What follows belongs to an exercise in optimizing a design on an open flow for small area; a production flow would make more cautious choices.
Only simulation tests tie the RTL to the original design; equivalence was not proved.
In runs 2 to 4 the design's own scripts or RTL, not TritonCTS, make the clock network.
The clock port is modelled as an ideal driver, which makes a skipped or thinned clock tree look cheaper than it is; a real chip needs a root buffer or a tree.
Power figures rest on the tool's default switching activity, not on a simulated workload.

`flow/pre_cts.tcl`:
```
# Run before ORFS's CTS step: build the clock tree by hand (flow/mktree.tcl), a root buffer
# and three leaf buffers over k-means clusters of the flip-flops, in place of TritonCTS's
# nine-buffer H-tree, and make the step's clock_tree_synthesis call a no-op.
source @DIR@/mktree.tcl
mktree 3 sky130_fd_sc_hd__clkbuf_16 sky130_fd_sc_hd__clkbuf_8
proc clock_tree_synthesis { args } {
  puts "clock tree already built by mktree.tcl"
}
```
`standard.sh`:
```
#!/bin/bash
# synth_recipe.tcl (not shown) runs the flow's synth.tcl, then flattens the netlist and writes it again
# the make line also repeats each setting of config.mk as NAME=value (left out here)
make -C /OpenROAD-flow-scripts/flow DESIGN_CONFIG=/design/flow/config.mk WORK_HOME=/design/flow/orfs CLKGATE_MAP_FILE= SYNTH_SCRIPT=/design/flow/synth_recipe.tcl "${@:-finish}"
```
`flow/mktree.tcl`:
```
# Build a two-level clock tree by hand: the clock port drives one root buffer, which drives
# K leaf buffers, each driving the flip-flops of one cluster (k-means on their positions,
# then balanced to at most ceil(n/K) flip-flops per cluster).
proc mktree {K leafcell rootcell} {
  set db [ord::get_db]
  set block [ord::get_db_block]
  set clknet [$block findNet clk]
  set sinks {}
  set pts {}
  foreach it [$clknet getITerms] {
    set b [[$it getInst] getBBox]
    lappend sinks $it
    lappend pts [list [expr ([$b xMin]+[$b xMax])/2] [expr ([$b yMin]+[$b yMax])/2]]
  }
  set n [llength $sinks]
  # k-means, seeded by spreading along sorted x+y
  set order [lsort -integer -indices [lmap p $pts {expr [lindex $p 0]+[lindex $p 1]}]]
  set cents {}
  for {set k 0} {$k < $K} {incr k} {
    lappend cents [lindex $pts [lindex $order [expr int(($k + 0.5) * $n / $K)]]]
  }
  for {set iter 0} {$iter < 50} {incr iter} {
    set asg {}
    foreach p $pts {
      set best 0; set bd 1e18
      for {set k 0} {$k < $K} {incr k} {
        set c [lindex $cents $k]
        set dd [expr abs([lindex $p 0]-[lindex $c 0]) + abs([lindex $p 1]-[lindex $c 1])]
        if {$dd < $bd} {set bd $dd; set best $k}
      }
      lappend asg $best
    }
    set newc {}
    for {set k 0} {$k < $K} {incr k} {
      set sx 0; set sy 0; set m 0
      foreach p $pts a $asg { if {$a == $k} { set sx [expr $sx+[lindex $p 0]]; set sy [expr $sy+[lindex $p 1]]; incr m } }
      if {$m > 0} { lappend newc [list [expr $sx/$m] [expr $sy/$m]] } else { lappend newc [lindex $cents $k] }
    }
    set cents $newc
  }
  # balance the clusters: greedy nearest assignment with a cap of ceil(n/K) sinks each
  set cap [expr {($n + $K - 1) / $K}]
  for {set iter 0} {$iter < 20} {incr iter} {
    set pairs {}
    set i 0
    foreach p $pts {
      for {set k 0} {$k < $K} {incr k} {
        set c [lindex $cents $k]
        lappend pairs [list [expr abs([lindex $p 0]-[lindex $c 0]) + abs([lindex $p 1]-[lindex $c 1])] $i $k]
      }
      incr i
    }
    set pairs [lsort -real -index 0 $pairs]
    set asg [lrepeat $n -1]
    set cnt [lrepeat $K 0]
    foreach pr $pairs {
      lassign $pr dd i k
      if {[lindex $asg $i] >= 0 || [lindex $cnt $k] >= $cap} { continue }
      lset asg $i $k
      lset cnt $k [expr {[lindex $cnt $k] + 1}]
    }
    set newc {}
    for {set k 0} {$k < $K} {incr k} {
      set sx 0; set sy 0; set m 0
      foreach p $pts a $asg { if {$a == $k} { set sx [expr $sx+[lindex $p 0]]; set sy [expr $sy+[lindex $p 1]]; incr m } }
      if {$m > 0} { lappend newc [list [expr $sx/$m] [expr $sy/$m]] } else { lappend newc [lindex $cents $k] }
    }
    set cents $newc
  }
  set rm [$db findMaster $rootcell]
  set lm [$db findMaster $leafcell]
  set root [odb::dbInst_create $block $rm "clkbuf_root"]
  set rnet [odb::dbNet_create $block "clk_root"]
  $rnet setSigType CLOCK
  [$root findITerm A] connect $clknet
  [$root findITerm X] connect $rnet
  set sx 0; set sy 0
  for {set k 0} {$k < $K} {incr k} {
    set c [lindex $cents $k]
    set sx [expr $sx+[lindex $c 0]]; set sy [expr $sy+[lindex $c 1]]
    set leaf [odb::dbInst_create $block $lm "clkbuf_leaf_$k"]
    set lnet [odb::dbNet_create $block "clk_leaf_$k"]
    $lnet setSigType CLOCK
    [$leaf findITerm A] connect $rnet
    [$leaf findITerm X] connect $lnet
    $leaf setLocation [expr int([lindex $c 0])] [expr int([lindex $c 1])]
    $leaf setPlacementStatus PLACED
    set m 0
    foreach it $sinks a $asg { if {$a == $k} { $it disconnect; $it connect $lnet; incr m } }
    puts "leaf $k: $m sinks at $c"
  }
  $root setLocation [expr int($sx/$K)] [expr int($sy/$K)]
  $root setPlacementStatus PLACED
}
```
`constraint.sdc`:
```
create_clock -name core_clock -period 12.0 [get_ports {clk}]
set_input_delay 2.4000 -clock core_clock [delete_from_list [all_inputs] [get_ports {clk}]]
set_output_delay 2.4000 -clock core_clock [all_outputs]
set_load 0.01 [all_outputs]
```
`flow/reabc.ys`:
```
# Re-map the combinational logic of the standard netlist; registers stay as they are.
read_liberty -ignore_miss_func -ignore_miss_dir @LIB@
blackbox sky130_fd_sc_hd__df* sky130_fd_sc_hd__edf* sky130_fd_sc_hd__sdf* sky130_fd_sc_hd__sedf* sky130_fd_sc_hd__dl* sky130_fd_sc_hd__conb_1 sky130_fd_sc_hd__fa_1
read_verilog @IN@
hierarchy -top motor_drive_level_regulator
flatten
opt -purge
abc -liberty @LIB@ -dont_use sky130_fd_sc_hd__lpflow_bleeder_1 -dont_use sky130_fd_sc_hd__lpflow_clkbufkapwr_1 -dont_use sky130_fd_sc_hd__lpflow_clkbufkapwr_16 -dont_use sky130_fd_sc_hd__lpflow_clkbufkapwr_2 -dont_use sky130_fd_sc_hd__lpflow_clkbufkapwr_4 -dont_use sky130_fd_sc_hd__lpflow_clkbufkapwr_8 -dont_use sky130_fd_sc_hd__lpflow_clkinvkapwr_1 -dont_use sky130_fd_sc_hd__lpflow_clkinvkapwr_16 -dont_use sky130_fd_sc_hd__lpflow_clkinvkapwr_2 -dont_use sky130_fd_sc_hd__lpflow_clkinvkapwr_4 -dont_use sky130_fd_sc_hd__lpflow_clkinvkapwr_8 -dont_use sky130_fd_sc_hd__lpflow_decapkapwr_12 -dont_use sky130_fd_sc_hd__lpflow_decapkapwr_3 -dont_use sky130_fd_sc_hd__lpflow_decapkapwr_4 -dont_use sky130_fd_sc_hd__lpflow_decapkapwr_6 -dont_use sky130_fd_sc_hd__lpflow_decapkapwr_8 -dont_use sky130_fd_sc_hd__lpflow_inputiso0n_1 -dont_use sky130_fd_sc_hd__lpflow_inputiso0p_1 -dont_use sky130_fd_sc_hd__lpflow_inputiso1n_1 -dont_use sky130_fd_sc_hd__lpflow_inputiso1p_1 -dont_use sky130_fd_sc_hd__lpflow_inputisolatch_1 -dont_use sky130_fd_sc_hd__lpflow_isobufsrc_1 -dont_use sky130_fd_sc_hd__lpflow_isobufsrc_16 -dont_use sky130_fd_sc_hd__lpflow_isobufsrc_2 -dont_use sky130_fd_sc_hd__lpflow_isobufsrc_4 -dont_use sky130_fd_sc_hd__lpflow_isobufsrc_8 -dont_use sky130_fd_sc_hd__lpflow_isobufsrckapwr_16 -dont_use sky130_fd_sc_hd__lpflow_lsbuf_lh_hl_isowell_tap_1 -dont_use sky130_fd_sc_hd__lpflow_lsbuf_lh_hl_isowell_tap_2 -dont_use sky130_fd_sc_hd__lpflow_lsbuf_lh_hl_isowell_tap_4 -dont_use sky130_fd_sc_hd__lpflow_lsbuf_lh_isowell_4 -dont_use sky130_fd_sc_hd__lpflow_lsbuf_lh_isowell_tap_1 -dont_use sky130_fd_sc_hd__lpflow_lsbuf_lh_isowell_tap_2 -dont_use sky130_fd_sc_hd__lpflow_lsbuf_lh_isowell_tap_4 -dont_use sky130_fd_sc_hd__probe_p_8 -dont_use sky130_fd_sc_hd__probec_p_8  -dont_use sky130_fd_sc_hd__fa_* -dont_use sky130_fd_sc_hd__ha_* -dont_use sky130_fd_sc_hd__fah* -script @ABC@
opt_clean -purge
hilomap -singleton -hicell sky130_fd_sc_hd__conb_1 HI -locell sky130_fd_sc_hd__conb_1 LO
splitnets
opt_clean -purge
tee -o @STAT@ stat -liberty @LIB@
write_verilog -noattr -nohex -nodec @OUT@
```
`flow/run.sh`:
```
#!/bin/bash
# Own layout flow: the standard synthesis, then the combinational logic re-mapped with
# stronger ABC area scripts (registers kept as they are; four seeds of ABC's &deepsyn, the
# smallest result proven equal to the standard netlist is kept), then the standard layout
# with the smallest buffer on the ports, one tie cell for the constant outputs and a
# hand-built clock tree. Each tool's output goes to a log file of its own here.
set -euo pipefail
W=$PWD
R=$W/orfs/results/$FLOW_PLATFORM/motor_drive_level_regulator/base
YOSYS=$FLOW_HOME/../tools/install/yosys/bin/yosys
LIB=$FLOW_HOME/platforms/$FLOW_PLATFORM/lib/sky130_fd_sc_hd__tt_025C_1v80.lib

bash standard.sh synth > $W/flow_synth.log 2>&1
cp $R/1_2_yosys.v $W/std_netlist.v

remap() {
  local s=$1
  sed -e "s#@SEED@#$s#g" $W/flow/area.abc > $W/area_s$s.abc
  sed -e "s#@LIB@#$LIB#g" -e "s#@IN@#$W/std_netlist.v#g" -e "s#@OUT@#$W/reabc_s$s.v#g" \
      -e "s#@ABC@#$W/area_s$s.abc#g" -e "s#@STAT@#$W/reabc_stat_s$s.txt#g" \
      $W/flow/reabc.ys > $W/reabc_run_s$s.ys
  $YOSYS -s $W/reabc_run_s$s.ys > $W/flow_reabc_s$s.log 2>&1 || true
}
for s in 0 1 2 3; do remap $s & done
wait

# candidates, smallest first; keep the first one proven equal to the standard netlist
best=""
for s in $(for s in 0 1 2 3; do
             a=$(awk '/Chip area/ {print $NF}' $W/reabc_stat_s$s.txt 2>/dev/null || true)
             [[ -n "$a" ]] && echo "$a $s"
           done | sort -g | awk '{print $2}'); do
  sed -e "s#@LIB@#$LIB#g" -e "s#@STD@#$W/std_netlist.v#g" -e "s#@NEW@#$W/reabc_s$s.v#g" \
      $W/flow/equiv.ys > $W/equiv_run_s$s.ys
  if $YOSYS -s $W/equiv_run_s$s.ys > $W/flow_equiv_s$s.log 2>&1; then
    best=$s
    break
  fi
done
if [[ -n "$best" ]]; then
  echo "using the re-mapped netlist of seed $best" > $W/flow_choice.log
  cp $W/reabc_s$best.v $R/1_2_yosys.v
else
  echo "no re-mapped netlist proven equal; keeping the standard one" > $W/flow_choice.log
fi
rm -f $R/1_synth.odb $R/1_synth.sdc
export BUFFER_PORTS_ARGS="-buffer_cell sky130_fd_sc_hd__buf_1"
# one tie cell for all the constant outputs
export SKIP_REPAIR_TIE_FANOUT=1
# hand-built clock tree, see flow/pre_cts.tcl
sed -e "s#@DIR@#$W/flow#g" $W/flow/pre_cts.tcl > $W/pre_cts_run.tcl
export PRE_CTS_TCL=$W/pre_cts_run.tcl
bash standard.sh > $W/flow_layout.log 2>&1
```
`config.mk`:
```
export PLATFORM = sky130hd
export DESIGN_NAME = motor_drive_level_regulator
export DESIGN_NICKNAME = motor_drive_level_regulator
export VERILOG_FILES = /design/flow/design.v
export SDC_FILE = /design/flow/constraint.sdc
export NUM_CORES = 4
export LEC_CHECK = 0
export ABC_AREA = 1
export CAP_MARGIN = 20
export CORE_MARGIN = 2
export CORE_UTILIZATION = 80
export SLEW_MARGIN = 20
```
`design.v`:
```
`timescale 1ns / 1ps
package mdlr_pkg;
  localparam int DriveW    = 10;
  localparam int AdvanceW  = 6;
  localparam int HallW     = 9;
  localparam int PwmMax    = 1000;
  localparam logic [1:0] MODE_DUTY    = 2'd0;
  localparam logic [1:0] MODE_CURRENT = 2'd1;
  localparam logic [1:0] MODE_SPEED   = 2'd2;
endpackage
`timescale 1ns / 1ps
module motor_drive_level_regulator #(
  parameter int PWM_MID = 0,
  parameter int PWM_MAX = 1000
) (
  input  logic        clk,
  input  logic        rst_n,
  input  logic        in_tvalid,
  output logic        in_tready,
  input  logic [63:0] in_tdata,
  output logic        out_tvalid,
  input  logic        out_tready,
  output logic [23:0] out_tdata,
  input  logic        cfg_valid,
  output logic        cfg_ready,
  input  logic [2:0]  cfg_index,
  input  logic [13:0] cfg_data
);
  logic [1:0]  mode_r;
  logic [11:0] lim_n;
  logic        bbc_r;
  logic        coast_r;
  logic        wen_r;
  logic [13:0] wspd_n;
  logic [12:0] wcur_n;
  logic [5:0]  wmax_n;
  logic        s1_valid_r;
  logic        out_valid_r;
  logic        s1_adv;
  logic        take;
  logic [9:0]  drive_r;
  logic [5:0]  adv_r;
  logic [8:0]  hall_r;
  logic [9:0]  pend_r, pend_nxt;
  logic        lim_on;
  logic        abs_cfg;
  logic [9:0]  d;
  logic [5:0]  a;
  function automatic logic ult(input logic [13:0] x, input logic [13:0] y);
    logic c;
    c = 1'b0;
    for (int i = 0; i < 14; i++) c = (!x[i] && y[i]) || ((!x[i] || y[i]) && c);
    ult = c;
  endfunction
  function automatic logic ugt(input logic [13:0] x, input logic [13:0] y, input logic ci);
    logic c;
    c = ci;
    for (int i = 0; i < 14; i++) c = (x[i] && !y[i]) || ((x[i] || !y[i]) && c);
    ugt = c;
  endfunction
  function automatic logic [13:0] add13(input logic [12:0] x, input logic [12:0] y,
                                        input logic ci);
    logic c;
    c = ci;
    for (int i = 0; i < 13; i++) begin
      add13[i] = x[i] ^ y[i] ^ c;
      c = (x[i] && y[i]) || (x[i] && c) || (y[i] && c);
    end
    add13[13] = c;
  endfunction
  function automatic logic [9:0] add10(input logic [9:0] x, input logic [9:0] y);
    logic [13:0] r;
    r = add13({3'd0, x}, {3'd0, y}, 1'b0);
    add10 = r[9:0];
  endfunction
  assign cfg_ready = 1'b1;
  logic [13:0] cfg_d;
  assign cfg_d = cfg_data & {14{rst_n}};
  always_ff @(posedge clk) begin
    if (!rst_n || (cfg_valid && cfg_index == 3'd0)) mode_r  <= cfg_d[1:0];
    if (!rst_n || (cfg_valid && cfg_index == 3'd1)) lim_n   <= ~cfg_d[11:0];
    if (!rst_n || (cfg_valid && cfg_index == 3'd2)) bbc_r   <= cfg_d[0];
    if (!rst_n || (cfg_valid && cfg_index == 3'd3)) coast_r <= cfg_d[0];
    if (!rst_n || (cfg_valid && cfg_index == 3'd4)) wen_r   <= cfg_d[0];
    if (!rst_n || (cfg_valid && cfg_index == 3'd5)) wspd_n  <= ~cfg_d[13:0];
    if (!rst_n || (cfg_valid && cfg_index == 3'd6)) wcur_n  <= ~cfg_d[12:0];
    if (!rst_n || (cfg_valid && cfg_index == 3'd7)) wmax_n  <= ~cfg_d[5:0];
  end
  assign s1_adv    = s1_valid_r && (!out_valid_r || out_tready);
  assign in_tready = !s1_valid_r || s1_adv;
  assign take      = in_tready && in_tvalid;
  assign lim_on  = (lim_n != '1);
  assign abs_cfg = !lim_on && (mode_r != 2'd3);
  logic adv_pend;
  assign adv_pend = s1_valid_r && !abs_cfg;
  assign d = add10(drive_r, {{8{pend_r[1] & s1_valid_r}}, pend_r[1:0] & {2{s1_valid_r}}});
  logic [9:0] a10;
  assign a10 = add10({4'd0, adv_r}, {{8{pend_r[3] & adv_pend}}, pend_r[3:2] & {2{adv_pend}}});
  assign a = a10[5:0];
  always_comb begin
    logic [13:0]        tgt;
    logic [11:0]        brk;
    logic signed [12:0] cur;
    logic [13:0]        spd;
    logic [8:0]         hall;
    logic               slot;
    logic               brk_on, tp, edge_seen, spd_on;
    logic               cur_neg, cur_pos, cgn, clt, cgt, s_gt_t, t_gt_s, t_ge_s;
    logic               dz, dm, d1, gt, eq, lt, lt1;
    logic [13:0]        diff;
    logic               cgn_neg, cgn_pos;
    logic [13:0]        x;
    logic               up1, dn1, upb, dnb;
    logic [1:0]         s1, sb, dd, ad;
    logic               wrise;
    logic [9:0]         tsat;
    tgt  = in_tdata[13:0];
    brk  = in_tdata[25:14];
    cur  = $signed(in_tdata[38:26]);
    spd  = in_tdata[52:39];
    hall = in_tdata[61:53];
    slot = in_tdata[62];
    brk_on    = (brk != '0);
    tp        = (tgt != '0);
    spd_on    = (spd != '0);
    edge_seen = (hall_r != hall);
    cur_neg   = cur[12];
    cur_pos   = !cur[12] && (cur != '0);
    cgn_neg = 1'b1;
    cgn_pos = 1'b0;
    for (int i = 0; i < 12; i++) begin
      cgn_pos = !cgn_neg && ((brk[i] && cur[i]) || ((brk[i] || cur[i]) && cgn_pos));
      cgn_neg = cgn_neg && !brk[i] && !cur[i];
    end
    cgn       = !cur_neg ? (cur_pos || brk_on) : cgn_pos;
    x         = (mode_r == 2'd1) ? tgt : {2'b00, ~lim_n};
    clt       = cur_neg || ult({2'b00, cur[11:0]}, x);
    cgt       = !cur_neg && ult(x, {2'b00, cur[11:0]});
    t_ge_s    = ugt(tgt, spd, brk_on);
    s_gt_t    = !t_ge_s;
    t_gt_s    = t_ge_s;
    dz   = (d == '0);
    dm   = (d[9:5] == 5'b11111) && (d[4] || d[3]);
    d1   = (d == 10'd1);
    diff = add13({3'd0, d}, {3'b111, ~tgt[9:0]}, 1'b1);
    gt   = (tgt[13:10] != '0) || diff[10];
    eq   = (tgt[13:10] == '0) && (diff[9:0] == '0) && !diff[10];
    lt   = !gt && !eq;
    lt1  = lt && (diff[9:0] != 10'd1);
    up1 = 1'b0;
    dn1 = 1'b0;
    upb = 1'b0;
    dnb = 1'b0;
    case (mode_r)
      2'd0, 2'd2: begin
        if (brk_on) begin
          if (bbc_r) begin
            dn1 = cgn && !dz;
            up1 = !cgn && !dm;
          end else if (mode_r == 2'd0) begin
            dn1 = lt;
          end else begin
            dn1 = s_gt_t && !dz;
          end
        end else begin
          if (tp) begin
            if (mode_r == 2'd0) begin
              up1 = clt && gt && !dm;
              dn1 = (clt && !gt && cur_neg && lt) || (cgt && !dz);
            end else begin
              up1 = clt && t_gt_s && !dm;
              dn1 = (clt && !t_gt_s && cur_neg && !dz) || (cgt && !dz);
            end
          end
          if (coast_r) begin
            if (!tp) begin
              dnb = cur_pos && !dz;
              upb = !cur_pos && edge_seen && !dm;
            end
          end else begin
            dnb = up1 ? !gt : dn1 ? lt1 : lt;
          end
        end
      end
      2'd1: begin
        if (brk_on) begin
          dn1 = spd_on && (!bbc_r || cgn) && !dz;
        end else begin
          if (tp) begin
            up1 = clt && !dm;
            dn1 = cgt && !dz;
          end
          if (coast_r) begin
            if (!tp) begin
              dnb = cur_pos && !dz;
              upb = !cur_pos && edge_seen && !dm;
            end
          end else begin
            dnb = up1 || (!dn1 && !dz) || (dn1 && !d1);
          end
        end
      end
      default: ;
    endcase
    s1 = up1 ? 2'b01 : dn1 ? 2'b11 : 2'b00;
    sb = upb ? 2'b01 : dnb ? 2'b11 : 2'b00;
    dd = s1 + sb;
    if (dn1 && dnb) dd = 2'b10;
    wrise = !ult(spd, ~wspd_n) && tp && !brk_on;
    ad    = 2'b00;
    if (wen_r && lim_on && slot) begin
      if (wrise && ult({1'b0, ~cur[12], cur[11:0]}, {1'b0, wcur_n[12], ~wcur_n[11:0]})) begin
        if (ult({8'd0, a}, {8'd0, ~wmax_n})) ad = 2'b01;
      end else if (a != '0) begin
        ad = 2'b11;
      end
    end
    tsat = ult(14'd1000, tgt) ? 10'd1000 : tgt[9:0];
    if (abs_cfg) pend_nxt = (mode_r == 2'd0) ? tsat : 10'd0;
    else         pend_nxt = {6'd0, ad, dd};
  end
  always_ff @(posedge clk) begin
    if (take) pend_r <= pend_nxt;
  end
  always_ff @(posedge clk) begin
    if (!rst_n) begin
      hall_r <= '0;
    end else if (take) begin
      hall_r <= in_tdata[61:53];
    end
  end
  always_ff @(posedge clk) begin
    if (!rst_n) begin
      drive_r <= '0;
      adv_r   <= '0;
    end else if (s1_adv) begin
      drive_r <= abs_cfg ? pend_r : d;
      adv_r   <= a;
    end
  end
  always_ff @(posedge clk) begin
    if (!rst_n) begin
      s1_valid_r  <= 1'b0;
      out_valid_r <= 1'b0;
    end else begin
      if (in_tready) s1_valid_r <= in_tvalid;
      if (s1_adv) out_valid_r <= 1'b1;
      else if (out_tready) out_valid_r <= 1'b0;
    end
  end
  assign out_tvalid = out_valid_r;
  assign out_tdata  = {7'd0, adv_r, 1'b0, drive_r};
endmodule
```
`flow/equiv.ys`:
```
# Prove the re-mapped netlist equal to the standard one (registers paired by name).
read_liberty -ignore_miss_func -ignore_miss_dir @LIB@
read_verilog @STD@
rename motor_drive_level_regulator gold
read_verilog @NEW@
rename motor_drive_level_regulator gate
flatten gold gate
opt_clean
equiv_make gold gate equiv
hierarchy -top equiv
equiv_simple -seq 1
equiv_induct
equiv_status -assert
```
`flow/area.abc`:
```
strash
&get -n
&deepsyn -T 60 -S @SEED@
&put
dc2
&get -n
&dch -f
&nf -R 1000
&put
```
==> summary.txt, run 1 <==
outcome: aborted with a tool error
Synth Net Count: 638
cell area after synthesis: 5040 sq um
tool error message: [ERROR GPL-0301] Utilization 102.564 % exceeds 100%.
Cells after Synth: 546
Stopped at: global placement
Die Span X: 83.4 um
num rows: 28
chip height: 83.4 um
starting density of the core: 84.2%
Avg Cell Area, Syn: 9.24 sq um
YS warnings: 1
port bufs: 102
num ports: 113
==> inputs of run 2 (changes only) <==
==> flow/run.sh (replaced) <==
#!/bin/bash
# Own layout flow: the standard synthesis, then the combinational logic re-mapped with
# stronger ABC area scripts (registers kept as they are; eight tries of ABC's &deepsyn, the
# smallest result proven equal to the standard netlist is kept), then the standard layout
# with the smallest buffer on the ports, one tie cell for the constant outputs and a
# hand-built clock tree. Each tool's output goes to a log file of its own here.
set -euo pipefail
W=$PWD
R=$W/orfs/results/$FLOW_PLATFORM/motor_drive_level_regulator/base
YOSYS=$FLOW_HOME/../tools/install/yosys/bin/yosys
LIB=$FLOW_HOME/platforms/$FLOW_PLATFORM/lib/sky130_fd_sc_hd__tt_025C_1v80.lib

bash standard.sh synth > $W/flow_synth.log 2>&1
cp $R/1_2_yosys.v $W/std_netlist.v

remap() {
  local v=$1 s=$2 c=$1_s$2
  sed -e "s#@SEED@#$s#g" $W/flow/area.abc > $W/area_$c.abc
  sed -e "s#@LIB@#$LIB#g" -e "s#@IN@#$W/std_netlist.v#g" -e "s#@OUT@#$W/reabc_$c.v#g" \
      -e "s#@ABC@#$W/area_$c.abc#g" -e "s#@STAT@#$W/reabc_stat_$c.txt#g" \
      $W/flow/$v.ys > $W/reabc_run_$c.ys
  $YOSYS -s $W/reabc_run_$c.ys > $W/flow_reabc_$c.log 2>&1 || true
}
# two variants (full adders kept or flattened), four seeds each, four at a time
CANDS="reabc_s0 reabc_s1 reabc_s2 reabc_s3 reabc_flat_s0 reabc_flat_s1 reabc_flat_s2 reabc_flat_s3"
for s in 0 1 2 3; do remap reabc $s & done
wait
for s in 0 1 2 3; do remap reabc_flat $s & done
wait

# candidates, smallest first; keep the first one proven equal to the standard netlist
best=""
for c in $(for c in $CANDS; do
             a=$(awk '/Chip area/ {print $NF}' $W/reabc_stat_$c.txt 2>/dev/null || true)
             [[ -n "$a" ]] && echo "$a $c"
           done | sort -g | awk '{print $2}'); do
  sed -e "s#@LIB@#$LIB#g" -e "s#@STD@#$W/std_netlist.v#g" -e "s#@NEW@#$W/reabc_$c.v#g" \
      $W/flow/equiv.ys > $W/equiv_run_$c.ys
  if $YOSYS -s $W/equiv_run_$c.ys > $W/flow_equiv_$c.log 2>&1; then
    best=$c
    break
  fi
done
if [[ -n "$best" ]]; then
  echo "using the re-mapped netlist $best" > $W/flow_choice.log
  cp $W/reabc_$best.v $R/1_2_yosys.v
else
  echo "no re-mapped netlist proven equal; keeping the standard one" > $W/flow_choice.log
fi
rm -f $R/1_synth.odb $R/1_synth.sdc
export BUFFER_PORTS_ARGS="-buffer_cell sky130_fd_sc_hd__buf_1"
# one tie cell for all the constant outputs
export SKIP_REPAIR_TIE_FANOUT=1
# hand-built clock tree, see flow/pre_cts.tcl
sed -e "s#@DIR@#$W/flow#g" $W/flow/pre_cts.tcl > $W/pre_cts_run.tcl
export PRE_CTS_TCL=$W/pre_cts_run.tcl
bash standard.sh > $W/flow_layout.log 2>&1
==> flow/pre_cts.tcl (replaced) <==
# Run before ORFS's CTS step: build the clock tree by hand (flow/mktree.tcl), a root buffer
# and three leaf buffers over k-means clusters of the flip-flops, in place of TritonCTS's
# nine-buffer H-tree, and make the step's clock_tree_synthesis call a no-op.
source @DIR@/mktree.tcl
mktree 3 sky130_fd_sc_hd__clkbuf_16 sky130_fd_sc_hd__clkbuf_4
proc clock_tree_synthesis { args } {
  puts "clock tree already built by mktree.tcl"
}
==> flow/reabc_flat.ys (new file) <==
# Re-map the combinational logic of the standard netlist (full adders flattened too); registers stay as they are.
read_liberty -ignore_miss_func -ignore_miss_dir @LIB@
blackbox sky130_fd_sc_hd__df* sky130_fd_sc_hd__edf* sky130_fd_sc_hd__sdf* sky130_fd_sc_hd__sedf* sky130_fd_sc_hd__dl* sky130_fd_sc_hd__conb_1
read_verilog @IN@
hierarchy -top motor_drive_level_regulator
flatten
opt -purge
abc -liberty @LIB@ -dont_use sky130_fd_sc_hd__lpflow_bleeder_1 -dont_use sky130_fd_sc_hd__lpflow_clkbufkapwr_1 -dont_use sky130_fd_sc_hd__lpflow_clkbufkapwr_16 -dont_use sky130_fd_sc_hd__lpflow_clkbufkapwr_2 -dont_use sky130_fd_sc_hd__lpflow_clkbufkapwr_4 -dont_use sky130_fd_sc_hd__lpflow_clkbufkapwr_8 -dont_use sky130_fd_sc_hd__lpflow_clkinvkapwr_1 -dont_use sky130_fd_sc_hd__lpflow_clkinvkapwr_16 -dont_use sky130_fd_sc_hd__lpflow_clkinvkapwr_2 -dont_use sky130_fd_sc_hd__lpflow_clkinvkapwr_4 -dont_use sky130_fd_sc_hd__lpflow_clkinvkapwr_8 -dont_use sky130_fd_sc_hd__lpflow_decapkapwr_12 -dont_use sky130_fd_sc_hd__lpflow_decapkapwr_3 -dont_use sky130_fd_sc_hd__lpflow_decapkapwr_4 -dont_use sky130_fd_sc_hd__lpflow_decapkapwr_6 -dont_use sky130_fd_sc_hd__lpflow_decapkapwr_8 -dont_use sky130_fd_sc_hd__lpflow_inputiso0n_1 -dont_use sky130_fd_sc_hd__lpflow_inputiso0p_1 -dont_use sky130_fd_sc_hd__lpflow_inputiso1n_1 -dont_use sky130_fd_sc_hd__lpflow_inputiso1p_1 -dont_use sky130_fd_sc_hd__lpflow_inputisolatch_1 -dont_use sky130_fd_sc_hd__lpflow_isobufsrc_1 -dont_use sky130_fd_sc_hd__lpflow_isobufsrc_16 -dont_use sky130_fd_sc_hd__lpflow_isobufsrc_2 -dont_use sky130_fd_sc_hd__lpflow_isobufsrc_4 -dont_use sky130_fd_sc_hd__lpflow_isobufsrc_8 -dont_use sky130_fd_sc_hd__lpflow_isobufsrckapwr_16 -dont_use sky130_fd_sc_hd__lpflow_lsbuf_lh_hl_isowell_tap_1 -dont_use sky130_fd_sc_hd__lpflow_lsbuf_lh_hl_isowell_tap_2 -dont_use sky130_fd_sc_hd__lpflow_lsbuf_lh_hl_isowell_tap_4 -dont_use sky130_fd_sc_hd__lpflow_lsbuf_lh_isowell_4 -dont_use sky130_fd_sc_hd__lpflow_lsbuf_lh_isowell_tap_1 -dont_use sky130_fd_sc_hd__lpflow_lsbuf_lh_isowell_tap_2 -dont_use sky130_fd_sc_hd__lpflow_lsbuf_lh_isowell_tap_4 -dont_use sky130_fd_sc_hd__probe_p_8 -dont_use sky130_fd_sc_hd__probec_p_8  -dont_use sky130_fd_sc_hd__fa_* -dont_use sky130_fd_sc_hd__ha_* -dont_use sky130_fd_sc_hd__fah* -script @ABC@
opt_clean -purge
hilomap -singleton -hicell sky130_fd_sc_hd__conb_1 HI -locell sky130_fd_sc_hd__conb_1 LO
splitnets
opt_clean -purge
tee -o @STAT@ stat -liberty @LIB@
write_verilog -noattr -nohex -nodec @OUT@
--- a/config.mk
+++ b/config.mk
@@ -6,7 +6,7 @@
 export NUM_CORES = 4
 export LEC_CHECK = 0
 export ABC_AREA = 1
-export CAP_MARGIN = 20
+export CAP_MARGIN = 0
 export CORE_MARGIN = 2
-export CORE_UTILIZATION = 80
-export SLEW_MARGIN = 20
+export CORE_UTILIZATION = 65
+export SLEW_MARGIN = 0
==> summary.txt, run 2 <==
final HPWL from detailed placement: 10,600 um
CP Data Arrival Time: 7.14 ns
core area: 7610 sq um
num rows: 32 (+14%)
hold_buf cts: 0
# Max-Cap Violations: 0
number of global-route vias before repair: 4,688
Critical Path Sink Type: flip-flop
post-CTS setup buffers: 0
Largest register FFs: 14
Worst-Margin Slew: 1.15 ns
class of the worst hold path: flip-flop to flip-flop
DRT Wirelength: 14,300 um
RD Place Congestion: 0.902
port bufs: 102 (unchanged)
iteration-0 DRC count of the detailed router: 445
Clock Latency Late Sink: 0.41 ns
Via density: 6.52
kind of critical path: input port to flip-flop
most frequent cells in the layout: buf_1, nand2_1, edfxtp_1
YS warnings: 1 (unchanged)
outcome: timing/DRC/antenna clean
NumNets Final: 754
fillers: 597
FMAX: 144 MHz
cell area power density: 145 nW/um^2
final-report setup violation count: 0
Final Skew: 0.0155 ns
first-pass iteration count of the detailed router: 7
critical hold path startpoint: pend_r[5]
largest net degree at the start of global routing: 35
Fin. Hold Viols: 0
Leak: 1.90 nW
Cells after Synth: 556 (+1.8%)
starting density of the core: 66.0% (-18 points)
Avg Cell Area, Syn: 9.04 sq um (-2.2%)
placed cell count: 764
RSZ-0062 raised after global routing: no
Worst-path clk slew: 0.12 ns
final non-filler cell total: 768
Worst setup SP type: input port
initial antenna violation count: 0
crit path launch: in_tdata[19]
Final period util: 58.0%
num ports: 113 (unchanged)
Top reg by flops: wspd_n
first-pass GRT wire length: 22,900 um
cell area after synthesis: 5020 sq um (-0.37%)
Antenna Violating Nets Remaining: 0
DRC Markers: 0
Antenna diodes: 0
die area: 8450 sq um
via count: 5,006
final core utilization: 74.2%
Post-Route Setup TNS: 0 ns
Max Fanout on Critical Path: 5
Slew HR: 22.9%
Avg WL per Cell: 18.6 um
chip height: 91.9 um (+10%)
Die Span X: 91.9 um (+10%)
cts repair resizes: 0
share of cells above drive strength 1: 1.20%
grt total ovfl: 0
most common cell after layout, fill and taps aside: buf_1
VDD IR max: 0.140 mV
global-route usage over all layers: 33.5%
Top Registers: wspd_n (14), wcur_n (13), lim_n (12)
Area growth syn-to-layout: 12.4%
FF-to-FF Start: s1_valid_r
Synth Net Count: 642 (+0.63%)
crit path time final: 6.96 ns
final-report max-slew violation count: 0
Critical Path RT: 12.19 ns
==> run 2: area by class of cell <==
cell class	instances	area (sq um)	area share, %
plain buffers	4	82.6	1.46
multi-input cells	445	2590	45.9
repair buffers	106	413	7.31
well taps	102	128	2.26
inverters	24	90.1	1.60
flip-flops and latches	87	2340	41.5
==> run 2: worst max-delay path: stages <==
cell       delay (ns)
buf_1            0.11
nor4_1           0.34
nand3_1          0.30
maj3_1           0.43
maj3_1           0.37
maj3_1           0.36
a21oi_1          0.12
o2bb2ai_1        0.09
maj3_1           0.35
a21oi_1          0.13
o2bb2ai_1        0.09
a21oi_1          0.14
o2bb2ai_1        0.07
o221ai_1         0.07
nand2_1          0.07
o221ai_1         0.07
nand3_1          0.13
o32ai_1          0.19
nand3_1          0.11
o21ai_0          0.17
nor2b_1          0.09
nor3_1           0.18
o21ai_0          0.10
and3_1           0.20
a21oi_1          0.20
xnor2_1          0.10
a22o_1           0.18
==> run 2: layer usage <==
| layer | track usage [%] | routed length [um] | vias up |
|---|---|---|---|
| li1 | - | - | 2355 |
| met1 | 43.3 | 5520 | 2341 |
| met2 | 60.0 | 7090 | 274 |
| met3 | 2.79 | 1230 | 36 |
| met4 | 10.6 | 438 | 0 |
| met5 | 0 | 0 | - |
==> run 2: metrics by stage <==
stage,setup WS [ns],cell area [sq um],hold slack [ns],power (W)
finish,5.04,5650,0.488,0.000817
global route,4.74,5650,0.522,0.000864
CTS,4.73,5650,0.459,0.000781
detailed placement,4.75,5560,0.455,0.000679
global placement,4.95,5560,0.450,0.000665
floorplan,5.50,5020,0.441,0.000593
==> run 2: path summary, 6_finish.rpt <==
| check | end | slack [ns] | cells past startpoint |
|---|---|---|---|
| setup / recovery | pend_r[0] | 5.04 | 27 |
| hold / removal | drive_r[5] | 0.49 | 2 |
| setup reg to reg | pend_r[0] | 6.44 | 29 |
| hold reg to reg | drive_r[5] | 0.49 | 2 |
==> run 2: where the power goes <==
part	total (W)	internal [W]	switching [W]
logic	0.000279	0.000109	0.000170
registers	0.000402	0.000361	0.0000410
clock network	0.000136	0.0000494	0.0000864
total	0.000817	0.000520	0.000297
==> inputs of run 3 (changes only) <==
--- a/config.mk
+++ b/config.mk
@@ -6,7 +6,7 @@
 export NUM_CORES = 4
 export LEC_CHECK = 0
 export ABC_AREA = 1
-export CAP_MARGIN = 0
+export CAP_MARGIN = 20
 export CORE_MARGIN = 2
 export CORE_UTILIZATION = 65
-export SLEW_MARGIN = 0
+export SLEW_MARGIN = 20
==> summary.txt, run 3 <==
Reg2Reg Depth: 29 (unchanged)
placed cell count: 764 (unchanged)
via count: 5,001 (-0.10%)
final non-filler cell total: 768 (unchanged)
most common cell after layout, fill and taps aside: buf_1
Worst setup SP type: input port
Die Span X: 91.9 um (unchanged)
Area growth syn-to-layout: 12.5% (about the same)
Max Fanout on Critical Path: 5 (unchanged)
number of global-route vias before repair: 4,688 (unchanged)
NumNets Final: 754 (unchanged)
Clock Latency Late Sink: 0.41 ns (about the same)
kind of critical path: input port to flip-flop
DP Worst Slack: 4.75 ns (unchanged)
final setup margin: 5.06 ns (+0.0121 ns)
grt total ovfl: 0 (unchanged)
most frequent cells in the layout: buf_1, nand2_1, edfxtp_1
FF-to-FF Start: s1_valid_r
num rows: 32 (unchanged)
Top Registers: wspd_n (14), wcur_n (13), lim_n (12)
Avg WL per Cell: 18.6 um (+0.15%)
Antenna diodes: 0 (unchanged)
Slew HR: 36.6% (+14 points)
outcome: timing/DRC/antenna clean
Via density: 6.51 (about the same)
final HPWL from detailed placement: 10,600 um (unchanged)
Critical Path RT: 12.19 ns (about the same)
DRC Markers: 0 (unchanged)
cell area after synthesis: 5020 sq um (unchanged)
Tot Pwr: 0.000818 W (about the same)
Critical Path Sink Type: flip-flop
first-pass iteration count of the detailed router: 5 (-2)
Worst-path clk slew: 0.12 ns (about the same)
YS warnings: 1 (unchanged)
Critical Path Max Stage Delay: 0.43 ns (about the same)
final-report setup violation count: 0 (unchanged)
Reg2Reg Setup Slack: 6.46 ns (+0.02 ns)
share of cells above drive strength 1: 1.35% (+0.15 points)
Worst-Margin Slew: 0.927 ns (-0.221 ns)
final-report max-slew violation count: 0 (unchanged)
class of the worst hold path: flip-flop to flip-flop
die area: 8450 sq um (unchanged)
Hold Path Sink: drive_r[5]
Final period util: 57.9% (-0.10 points)
Cells after Synth: 556 (unchanged)
starting density of the core: 66.0% (unchanged)
area of the multi-input gates: 2590 sq um (+0.14%)
hold_buf cts: 0 (unchanged)
crit path time final: 6.94 ns (-0.0121 ns)
first-pass GRT wire length: 22,900 um (unchanged)
Storage cell area: 2340 sq um (unchanged)
cts repair resizes: 0 (unchanged)
CP Data Arrival Time: 7.13 ns (about the same)
Antenna Violating Nets Remaining: 0 (unchanged)
fillers: 596 (-0.17%)
num ports: 113 (unchanged)
Synth Net Count: 642 (unchanged)
Crit-path slowest cell: maj3_1
FMAX: 144 MHz (+0.17%)
critical hold path startpoint: pend_r[5]
Fin. Hold Viols: 0 (unchanged)
WHS Path Cells: 2 (unchanged)
VDD IR max: 0.141 mV (+0.45%)
Post-Route Setup TNS: 0 ns (unchanged)
RD Place Congestion: 0.902 (unchanged)
Largest register FFs: 14 (unchanged)
core area: 7610 sq um (unchanged)
post-CTS setup buffers: 0 (unchanged)
global-route usage over all layers: 33.5% (unchanged)
largest net degree at the start of global routing: 35 (unchanged)
Final Skew: 0.0141 ns (-0.00141 ns)
R2R Path End: pend_r[0]
chip height: 91.9 um (unchanged)
initial antenna violation count: 0 (unchanged)
Leak: 1.90 nW (about the same)
cell area power density: 145 nW/um^2 (about the same)
# Max-Cap Violations: 0 (unchanged)
RSZ-0062 raised after global routing: no
Top reg by flops: wspd_n
DRT Wirelength: 14,300 um (+0.15%)
Avg Cell Area, Syn: 9.04 sq um (unchanged)
port bufs: 102 (unchanged)
iteration-0 DRC count of the detailed router: 425 (-4.5%)
-- run 3: how the worst max path moves through the flow --
stage	start	to	slack (ns)	depth (start not counted)
2_1_floorplan	in_tdata[24]	pend_r[0]	5.50	26
3_3_place_gp	in_tdata[19]	pend_r[0]	4.95	27
3_5_place_dp	in_tdata[24]	pend_r[0]	4.75	27
4_1_cts	in_tdata[24]	pend_r[0]	4.73	27
5_1_grt	in_tdata[24]	pend_r[0]	4.74	27
6_report	in_tdata[19]	pend_r[0]	5.06	27
-- run 3: area by class of cell --
class | instances | share of cell area (%)
multi-input combinational | 445 | 45.9
sequential | 87 | 41.5
timing repair buffer | 106 | 7.31
tap | 102 | 2.26
inverter | 24 | 1.59
buffer | 4 | 1.46
-- run 3: per-stage QoR --
step,instance area [sq um],utilization (%),hold slack (ns)
after floorplan,5020,-,0.441
after global placement,5560,73.1,0.450
after detailed placement,5560,73.1,0.455
after CTS,5650,74.2,0.459
after global routing,5650,74.3,0.522
final,5650,74.3,0.490
-- run 3: report_power, final --
group          switching, W  leakage [nW]  total [W]  internal [W]
sequential        0.0000409         0.819   0.000402      0.000361
combinational      0.000170          1.04   0.000279      0.000109
clock             0.0000873        0.0416   0.000137     0.0000495
total              0.000298          1.90   0.000818      0.000520
-- run 3: metal layers --
layer  wire [um]  part of all wire, %  global-route usage [%]
met5           0                    0                       0
met3        1190                  8.3                    2.79
met4         477                  3.3                    10.6
met2        6990                   49                    60.0
met1        5640                   39                    43.3
-- run 3: worst max-delay path: cells and delay by family --
kind	cells	cell delay, ns
compound gates	13	1.60
xor+xnor	1	0.10
fa+ha+maj	4	1.51
buf+inv	1	0.11
simple gates	8	1.41
==> inputs of run 4 (changes only) <==
--- a/flow/run.sh
+++ b/flow/run.sh
@@ -1,6 +1,6 @@
 #!/bin/bash
 # Own layout flow: the standard synthesis, then the combinational logic re-mapped with
-# stronger ABC area scripts (registers kept as they are; eight tries of ABC's &deepsyn, the
+# stronger ABC area scripts (registers kept as they are; twelve tries of ABC's &deepsyn, the
 # smallest result proven equal to the standard netlist is kept), then the standard layout
 # with the smallest buffer on the ports, one tie cell for the constant outputs and a
 # hand-built clock tree. Each tool's output goes to a log file of its own here.
@@ -14,18 +14,22 @@
 cp $R/1_2_yosys.v $W/std_netlist.v
 
 remap() {
-  local v=$1 s=$2 c=$1_s$2
-  sed -e "s#@SEED@#$s#g" $W/flow/area.abc > $W/area_$c.abc
+  local v=$1 s=$2 a=${3:-area} c=$1_s$2${3:+_$3}
+  sed -e "s#@SEED@#$s#g" $W/flow/$a.abc > $W/area_$c.abc
   sed -e "s#@LIB@#$LIB#g" -e "s#@IN@#$W/std_netlist.v#g" -e "s#@OUT@#$W/reabc_$c.v#g" \
       -e "s#@ABC@#$W/area_$c.abc#g" -e "s#@STAT@#$W/reabc_stat_$c.txt#g" \
       $W/flow/$v.ys > $W/reabc_run_$c.ys
   $YOSYS -s $W/reabc_run_$c.ys > $W/flow_reabc_$c.log 2>&1 || true
 }
-# two variants (full adders kept or flattened), four seeds each, four at a time
+# three variants (full adders kept or flattened; two mapping scripts), four seeds each,
+# four at a time
 CANDS="reabc_s0 reabc_s1 reabc_s2 reabc_s3 reabc_flat_s0 reabc_flat_s1 reabc_flat_s2 reabc_flat_s3"
+CANDS="$CANDS reabc_flat_s0_area_p reabc_flat_s1_area_p reabc_flat_s2_area_p reabc_flat_s3_area_p"
 for s in 0 1 2 3; do remap reabc $s & done
 wait
 for s in 0 1 2 3; do remap reabc_flat $s & done
+wait
+for s in 0 1 2 3; do remap reabc_flat $s area_p & done
 wait
 
 # candidates, smallest first; keep the first one proven equal to the standard netlist
==> flow/area_p.abc (new file) <==
strash
&get -n
&deepsyn -T 60 -S @SEED@
&put
&get -n
&dch -f
&nf -R 1000 -p
&put
==> summary.txt, run 4 <==
outcome: timing/DRC/antenna clean
DRT Wirelength: 14,300 um (about the same)
port bufs: 102 (unchanged)
Antenna Violating Nets Remaining: 0 (unchanged)
NumNets Final: 741 (-1.7%)
VDD IR max: 0.147 mV (+4.4%)
Leak: 1.95 nW (+2.4%)
Avg Cell Area, Syn: 9.20 sq um (+1.8%)
final-report setup violation count: 0 (unchanged)
Post-Route Setup TNS: 0 ns (unchanged)
WHS Path Cells: 2 (unchanged)
Critical Path Max Stage Delay: 0.35 ns (-0.08 ns)
Worst-path clk slew: 0.12 ns (about the same)
Avg WL per Cell: 19.0 um (+2.1%)
crit path launch: in_tdata[1]
Via density: 6.65 (+2.1%)
crit-path cells: buf_1 > clkinv_1 > a2bb2oi_1 > a222oi_1 > o21ai_0 > o221ai_1 > a22o_1 > o221ai_1 > a21o_1 > a222oi_1 > o21ai_0 > o211a_1 > a22o_1 > nand3_1 > o21ai_0 > o211ai_1 > nand3_1 > a31oi_1 > nor2_1 > xor2_1 > a22o_1
chip height: 91.7 um (-0.19%)
Worst-Margin Slew: 0.953 ns (+0.0259 ns)
Slew HR: 35.8% (-0.80 points)
iteration-0 DRC count of the detailed router: 539 (+27%)
DRC Markers: 0 (unchanged)
R2R Path End: pend_r[0]
RD Place Congestion: 0.992 (+9.9%)
most frequent cells in the layout: buf_1, edfxtp_1, nand2_1
num rows: 31 (-3.1%)
Cells after Synth: 544 (-2.2%)
Final Skew: 0.0212 ns (+0.00713 ns)
global-route usage over all layers: 32.6% (-0.90 points)
hold_buf cts: 0 (unchanged)
FF-to-FF Start: s1_valid_r
largest net degree at the start of global routing: 30 (-14%)
final HPWL from detailed placement: 10,900 um (+2.6%)
Fin. Hold Viols: 0 (unchanged)
Top reg by flops: wspd_n
crit path time final: 5.91 ns (-1.03 ns)
# Max-Cap Violations: 0 (unchanged)
first-pass GRT wire length: 22,200 um (-2.9%)
first-pass iteration count of the detailed router: 7 (+2)
RSZ-0062 raised after global routing: no
Die Span X: 91.7 um (-0.19%)
Tot Pwr: 0.000827 W (+1.1%)
Critical Path Sink Type: flip-flop
cts repair resizes: 0 (unchanged)
core area: 7370 sq um (-3.1%)
Synth Net Count: 630 (-1.9%)
FMAX: 169 MHz (+17%)
Top Registers: wspd_n (14), wcur_n (13), lim_n (12)
share of cells above drive strength 1: 1.23% (-0.13 points)
YS warnings: 1 (unchanged)
cell area after synthesis: 5000 sq um (-0.40%)
Antenna diodes: 0 (unchanged)
grt total ovfl: 0 (unchanged)
Reg2Reg Setup Slack: 7.33 ns (+0.87 ns)
die area: 8420 sq um (-0.38%)
cell area power density: 147 nW/um^2 (+1.7%)
Hold Path Sink: drive_r[5]
Max Fanout on Critical Path: 5 (unchanged)
Crit-path slowest cell: a222oi_1
Critical Path RT: 12.18 ns (about the same)
via count: 5,000 (-0.020%)
Final period util: 49.3% (-8.6 points)
number of global-route vias before repair: 4,583 (-2.2%)
initial antenna violation count: 0 (unchanged)
CP Data Arrival Time: 6.09 ns (-1.04 ns)
Reg2Reg Depth: 21 (-28%)
class of the worst hold path: flip-flop to flip-flop
Clock Latency Late Sink: 0.41 ns (about the same)
Worst setup SP type: input port
Area growth syn-to-layout: 12.3%
most common cell after layout, fill and taps aside: buf_1
final-report max-slew violation count: 0 (unchanged)
Largest register FFs: 14 (unchanged)
fillers: 562 (-5.7%)
critical hold path startpoint: pend_r[5]
kind of critical path: input port to flip-flop
starting density of the core: 67.9% (+1.9 points)
num ports: 113 (unchanged)
post-CTS setup buffers: 0 (unchanged)
-- run 4: cell type report --
cell class	count	area (sq um)	share of cell area (%)
inverter	23	86.3	1.54
sequential	87	2340	41.7
buffer	4	82.6	1.47
tap	99	124	2.20
timing repair buffer	105	405	7.21
multi-input combinational	434	2580	45.9
-- run 4: where the power goes --
| part | switching, W | internal [W] |
|---|---|---|
| Sequential | 0.0000431 | 0.000363 |
| Clock | 0.0000849 | 0.0000494 |
| Combinational | 0.000173 | 0.000113 |
-- run 4: worst max path at each step --
stage,endpoint,depth (start not counted)
after CTS,pend_r[0],17
final,pend_r[0],21
after detailed placement,pend_r[1],17
after global placement,pend_r[0],21
after global routing,pend_r[0],21
after floorplan,pend_r[0],16
-- run 4: metrics by stage --
stage	cells	hold slack [ns]	instance area, sq um	util (%)	worst slack (ns)
after floorplan	544	0.441	5000	-	6.37
after global placement	748	0.452	5530	75.1	5.89
after detailed placement	748	0.469	5530	75.1	5.80
after CTS	752	0.469	5620	76.2	5.75
after global routing	752	0.521	5620	76.2	5.90
final	752	0.493	5620	76.2	6.09
-- run 4: critical path: cells and delay by family --
family / cells / cell delay (ns)
AO/OA/AOI/OAI: 15 / 2.73
buffers and inverters: 2 / 0.47
AND/OR/NAND/NOR: 3 / 0.32
XOR/XNOR: 1 / 0.17
-- run 4: metal layers --
metal  GRT usage (%)  vias to the layer above  wire [um]
met5               0                        -          0
met4            9.83                        0        442
met3            3.37                       38       1660
met2            53.7                      325       6420
met1            46.1                     2313       5770
li1                -                     2324          -

==> what the ideal ports hide <==
In the flow no input, the clock included, has a driving cell. The finished layouts below were timed again as built, in two steps.
Step 1 assumes that a clkbuf_16 drives the clock port and a buf_2 every other input.
Step 2, shift: input delay + t, output delay - t, t = (earliest + latest rising clock arrival at the registers) / 2. This alone moves slack from input paths to output paths.
Slacks: ideal ports / drivers / drivers and shift; pairs: ideal ports / drivers.
run	t, ns	setup slack, ns	hold slack, ns	worst register clock-pin slew, ns
run 2	0.433	5.045 / 5.042 / 4.609	0.488 / 0.488 / 0.488	0.12 / 0.12
run 3	0.435	5.057 / 5.057 / 4.622	0.490 / 0.490 / 0.490	0.12 / 0.12
run 4	0.428	6.087 / 6.093 / 5.665	0.493 / 0.493 / 0.493	0.12 / 0.12
After both steps every run listed still meets setup and hold. The setup slack of run 2, which loses most, moves by -0.003 ns with the drivers and by -0.436 ns with both steps.
